Context: an optimization exercise on an open-source flow, tuned for small area and a short achievable clock period. The choices shown serve that exercise and are no tape-out recipe. In this exercise RTL edits were held to simulation tests only and were not proved equivalent to the original. Power is estimated from default activity; no workload was simulated.

==> inputs of 11-15 <==
Design core_top, start of the top module:
module core_top (
  input  logic      clk_i,
  input  logic      start_i,        
  input  isa_pkg::word_t     instr_i,
  input  logic      instr_valid_i,
  input  isa_pkg::reg_addr_t dbg_addr_i,
  output logic      wb_valid_o,
  output isa_pkg::reg_addr_t wb_addr_o,
  output isa_pkg::word_t     wb_data_o,
  output isa_pkg::word_t     dbg_data_o
);
==> module insn_decoder, before the edit <==
module insn_decoder (
  input  isa_pkg::word_t     instr_i,
  input  logic               instr_valid_i,
  output isa_pkg::reg_addr_t rs1_addr_o,
  output isa_pkg::reg_addr_t rs2_addr_o,
  output isa_pkg::reg_addr_t rd_addr_o,
  output isa_pkg::word_t     imm_o,       
  output logic               use_imm_o,
  output logic               reg_write_o,
  output logic               c_mul_o,     
  output logic               c_dot_o,     
  output logic               c_row0_o,    
  output logic               t00_o, t01_o, t10_o, t11_o,  
  output logic               cin0_o,      
  output logic               vsub_o,      
  output logic               vmode_o      
);
  logic is_opimm, is_lui, is_op, is_vec;
  logic [9:0] funct;
  logic op_sub, op_mul, op_or, op_and, op_add;
  logic v_sub, v_dot, v_add;
  logic add_like, sub_like;
  assign is_opimm = (instr_i[6:0] == OPC_OP_IMM);
  assign is_lui   = (instr_i[6:0] == OPC_LUI);
  assign is_op    = (instr_i[6:0] == OPC_OP);
  assign is_vec   = (instr_i[6:0] == OPC_VECTOR);
  assign funct    = {instr_i[31:25], instr_i[14:12]};
  assign op_sub = is_op & (funct == FUNCT_SUB);
  assign op_mul = is_op & (funct == FUNCT_MUL);
  assign op_or  = is_op & (funct == FUNCT_OR);
  assign op_and = is_op & (funct == FUNCT_AND);
  assign op_add = (is_op & ~op_sub & ~op_mul & ~op_or & ~op_and) | is_opimm;
  assign v_sub  = is_vec & (funct == VFUNCT_VSUB);
  assign v_dot  = is_vec & (funct == VFUNCT_VDOT);
  assign v_add  = is_vec & ~v_sub & ~v_dot;
  assign add_like = op_add | v_add | is_lui;   
  assign sub_like = op_sub | v_sub;            
  assign rs1_addr_o  = instr_i[19:15];
  assign rs2_addr_o  = instr_i[24:20];
  assign rd_addr_o   = instr_i[11:7];
  assign imm_o       = is_lui ? {instr_i[31:12], 12'h000}
                              : {{(XLEN-IMM_I_W){instr_i[31]}}, instr_i[31:20]};
  assign use_imm_o   = is_opimm | is_lui;
  assign reg_write_o = instr_valid_i & (is_opimm | is_lui | is_op | is_vec);
  assign c_mul_o  = op_mul;
  assign c_dot_o  = v_dot;
  assign c_row0_o = op_add | op_sub | v_add | v_sub;  
  assign t00_o    = sub_like;
  assign t01_o    = add_like | op_or;
  assign t10_o    = sub_like | op_or;
  assign t11_o    = add_like | op_and | op_or;
  assign cin0_o   = sub_like;
  assign vsub_o   = v_sub;
  assign vmode_o  = v_add | v_sub;
endmodule
Settings: LEC_CHECK=0, CAP_MARGIN=40, CELL_PAD_IN_SITES_DETAIL_PLACEMENT=2, CELL_PAD_IN_SITES_GLOBAL_PLACEMENT=2, CORE_MARGIN=2, CORE_UTILIZATION=35, CTS_BUF_LIST=sky130_fd_sc_hd__clkbuf_16, CTS_CLUSTER_DIAMETER=100, CTS_CLUSTER_SIZE=24, PLACE_DENSITY=0.5, SETUP_SLACK_MARGIN=5, SLEW_MARGIN=40, SYNTH_HIERARCHICAL=1; clock period 15.0 ns.
run.sh (not shown) runs the stock make flow with config.mk's settings and CLKGATE_MAP_FILE= SYNTH_SCRIPT=/design/flow/synth_recipe.tcl, a recipe that flattens the netlist after the stock synthesis.
==> 04-25 (differences from 11-15) <==
--- a/flow/design.v
+++ b/flow/design.v
@@ -65,7 +65,8 @@
   assign op_mul = is_op & (funct == FUNCT_MUL);
   assign op_or  = is_op & (funct == FUNCT_OR);
   assign op_and = is_op & (funct == FUNCT_AND);
-  assign op_add = (is_op & ~op_sub & ~op_mul & ~op_or & ~op_and) | is_opimm;
+  assign op_add = (is_op & ~op_sub & ~op_mul & ~op_or & ~op_and) | is_opimm
+                | ~(is_opimm | is_lui | is_op | is_vec);
   assign v_sub  = is_vec & (funct == VFUNCT_VSUB);
   assign v_dot  = is_vec & (funct == VFUNCT_VDOT);
   assign v_add  = is_vec & ~v_sub & ~v_dot;
==> flow/flow/run.sh (new file) <==
#!/bin/bash
# Layout flow: the standard ORFS flow (standard.sh, standard synthesis
# included) with three placement/repair knobs changed:
#  - ports are buffered with buf_4 instead of the delay cell buffer_ports
#    picks by default,
#  - repair may resize across cell footprints,
#  - repair_timing aims for SETUP_MARGIN ns of setup slack at the design's
#    clock period (the SDC is unchanged).
# The full make output goes to flow_make.log in the work folder; ORFS's own
# per-step logs are under orfs/logs.
set -euo pipefail
SETUP_MARGIN=${SETUP_MARGIN:-6.5}
bash standard.sh \
  "BUFFER_PORTS_ARGS=-buffer_cell sky130_fd_sc_hd__buf_4" \
  MATCH_CELL_FOOTPRINT=0 \
  SETUP_SLACK_MARGIN=$SETUP_MARGIN \
  finish > flow_make.log 2>&1
==> flow/standard.sh (new file) <==
#!/bin/bash
# synth_recipe.tcl (not shown) runs the flow's synth.tcl, then flattens the netlist and writes it again
# the make line also repeats each setting of config.mk as NAME=value (left out here)
make -C /OpenROAD-flow-scripts/flow DESIGN_CONFIG=/design/flow/config.mk WORK_HOME=/design/flow/orfs CLKGATE_MAP_FILE= SYNTH_SCRIPT=/design/flow/synth_recipe.tcl "${@:-finish}"
CAP_MARGIN = 30   (was 40)
CORE_UTILIZATION = 45   (was 35)
PLACE_DENSITY = 0.6   (was 0.5)
SLEW_MARGIN = 30   (was 40)
removed: flow/run.sh
==> 11-24 (differences from 11-15) <==
==> flow/flow/run.sh (new file) <==
#!/bin/bash
# Layout flow: the standard ORFS flow (standard.sh, standard synthesis
# included) with three placement/repair knobs changed:
#  - ports are buffered with buf_4 instead of the delay cell buffer_ports
#    picks by default,
#  - repair may resize across cell footprints,
#  - repair_timing aims for SETUP_MARGIN ns of setup slack at the design's
#    clock period (the SDC is unchanged).
# The full make output goes to flow_make.log in the work folder; ORFS's own
# per-step logs are under orfs/logs.
set -euo pipefail
SETUP_MARGIN=${SETUP_MARGIN:-6.5}
bash standard.sh \
  "BUFFER_PORTS_ARGS=-buffer_cell sky130_fd_sc_hd__buf_4" \
  MATCH_CELL_FOOTPRINT=0 \
  SETUP_SLACK_MARGIN=$SETUP_MARGIN \
  finish > flow_make.log 2>&1
==> flow/standard.sh (new file) <==
#!/bin/bash
# synth_recipe.tcl (not shown) runs the flow's synth.tcl, then flattens the netlist and writes it again
# the make line also repeats each setting of config.mk as NAME=value (left out here)
make -C /OpenROAD-flow-scripts/flow DESIGN_CONFIG=/design/flow/config.mk WORK_HOME=/design/flow/orfs CLKGATE_MAP_FILE= SYNTH_SCRIPT=/design/flow/synth_recipe.tcl "${@:-finish}"
CAP_MARGIN = 30   (was 40)
CORE_UTILIZATION = 45   (was 35)
PLACE_DENSITY = 0.6   (was 0.5)
SLEW_MARGIN = 30   (was 40)
removed: flow/run.sh
==> 12-05 (differences from 11-15) <==
==> flow/flow/run.sh (new file) <==
#!/bin/bash
# Layout flow: the standard ORFS flow (standard.sh, standard synthesis
# included) with three placement/repair knobs changed:
#  - ports are buffered with buf_4 instead of the delay cell buffer_ports
#    picks by default,
#  - repair may resize across cell footprints,
#  - repair_timing aims for SETUP_MARGIN ns of setup slack at the design's
#    clock period (the SDC is unchanged).
# The full make output goes to flow_make.log in the work folder; ORFS's own
# per-step logs are under orfs/logs.
set -euo pipefail
SETUP_MARGIN=${SETUP_MARGIN:-6.5}
bash standard.sh \
  "BUFFER_PORTS_ARGS=-buffer_cell sky130_fd_sc_hd__buf_4" \
  MATCH_CELL_FOOTPRINT=0 \
  SETUP_SLACK_MARGIN=$SETUP_MARGIN \
  finish > flow_make.log 2>&1
==> flow/standard.sh (new file) <==
#!/bin/bash
# synth_recipe.tcl (not shown) runs the flow's synth.tcl, then flattens the netlist and writes it again
# the make line also repeats each setting of config.mk as NAME=value (left out here)
make -C /OpenROAD-flow-scripts/flow DESIGN_CONFIG=/design/flow/config.mk WORK_HOME=/design/flow/orfs CLKGATE_MAP_FILE= SYNTH_SCRIPT=/design/flow/synth_recipe.tcl "${@:-finish}"
CAP_MARGIN = 30   (was 40)
CORE_UTILIZATION = 40   (was 35)
PLACE_DENSITY = 0.55   (was 0.5)
SLEW_MARGIN = 30   (was 40)
removed: flow/run.sh
==> summary of the runs <==
Of 11-15 and 12-05, 12-05 has the higher maximum frequency (gap 13%, measured against 12-05).
Between 11-15 and 12-05, the lower count of clock-buffer cells in the layout is in 12-05 (gap 11).
Flip-flop and latch count is the same in 11-24 and 04-25.
The highest routed wire length belongs to 11-15, the lowest to 04-25.
Global-route usage: 11-15 is lower than 11-24 (9.3 points).
Between 12-05 and 04-25, the lower clock skew is in 12-05 (gap 0.011 ns).
The lowest via count belongs to 11-15, the highest to 11-24.
==> figures <==
Lkg Pwr: 12-05 26.3 nW; 11-24 26.1 nW; 04-25 27.7 nW; 11-15 26.2 nW
Total area of multi-input combinational cells: 12-05 37100 um^2; 11-24 37000 um^2; 04-25 37100 um^2; 11-15 36800 um^2
Combinational group power: 12-05 0.000226 W; 11-24 0.000226 W; 04-25 0.000570 W; 11-15 0.000236 W
H-tree depth reported by CTS: 12-05 3; 11-24 3; 04-25 2; 11-15 3
Worst Path Max Fanout: 12-05 24; 11-24 32; 04-25 32; 11-15 32
Portion of synthesized cell area occupied by the leading cell type: 12-05 41.7%; 11-24 41.7%; 04-25 41.8%; 11-15 41.7%
Final worst clock skew: 12-05 0.0533 ns; 11-24 0.0547 ns; 04-25 0.0641 ns; 11-15 0.0679 ns
Count of cells along the worst register-to-register path: 12-05 20; 11-24 22; 04-25 22; 11-15 20
Clock-net power: 12-05 0.00217 W; 11-24 0.00211 W; 04-25 0.00199 W; 11-15 0.00247 W
Die footprint: 12-05 182000 um^2; 11-24 162000 um^2; 04-25 162000 um^2; 11-15 208000 um^2
Pre-CTS setup slack: 12-05 6.06 ns; 11-24 6.08 ns; 04-25 5.58 ns; 11-15 5.19 ns
Number of standard cells in the final layout excluding fillers: 12-05 7708; 11-24 7407; 04-25 7412; 11-15 8049
Initial core utilization: 12-05 40.1%; 11-24 45.2%; 04-25 45.2%; 11-15 35.3%
Endpoint of the worst register-to-register path: 12-05 u_exec_stage.rows_q[51]; 11-24 u_exec_stage.rows_q[53]; 04-25 u_exec_stage.rows_q[53]; 11-15 u_exec_stage.rows_q[149]
Run status: 12-05 complete, no violations; 11-24 complete, no violations; 04-25 complete, no violations; 11-15 complete, no violations

afterwards: timing with drivers on the ports:
Ports are ideal in the flow. The routed layouts listed here were re-timed in OpenROAD.
Step 1, drivers: a clkbuf_16 drives clk_i and a buf_2 each remaining input, both assumed.
Step 2, shift: input delay + t, output delay - t, t = (earliest + latest rising clock arrival at the registers) / 2. This alone moves slack from input paths to output paths.
a / b / c = ideal ports / drivers / drivers and shift; a / b = the first two.
run	t, ns	setup slack, ns	hold WS [ns]	slew at the worst register clock pin (ns)	pins driven straight from the clock port
11-15	0.857	5.136 / 5.098 / 4.998	0.559 / 0.559 / 0.559	0.11 / 0.11	1
04-25	0.865	6.399 / 6.296 / 5.666	0.558 / 0.558 / 0.558	0.12 / 0.12	1
11-24	0.826	6.372 / 6.344 / 5.687	0.640 / 0.640 / 0.640	0.11 / 0.11	1
12-05	0.853	6.411 / 6.308 / 5.745	0.553 / 0.553 / 0.553	0.11 / 0.11	1
After both steps setup and hold are still met in every run listed. The setup slack of 04-25, which loses most, moves by -0.103 ns with the drivers and by -0.733 ns with both steps.
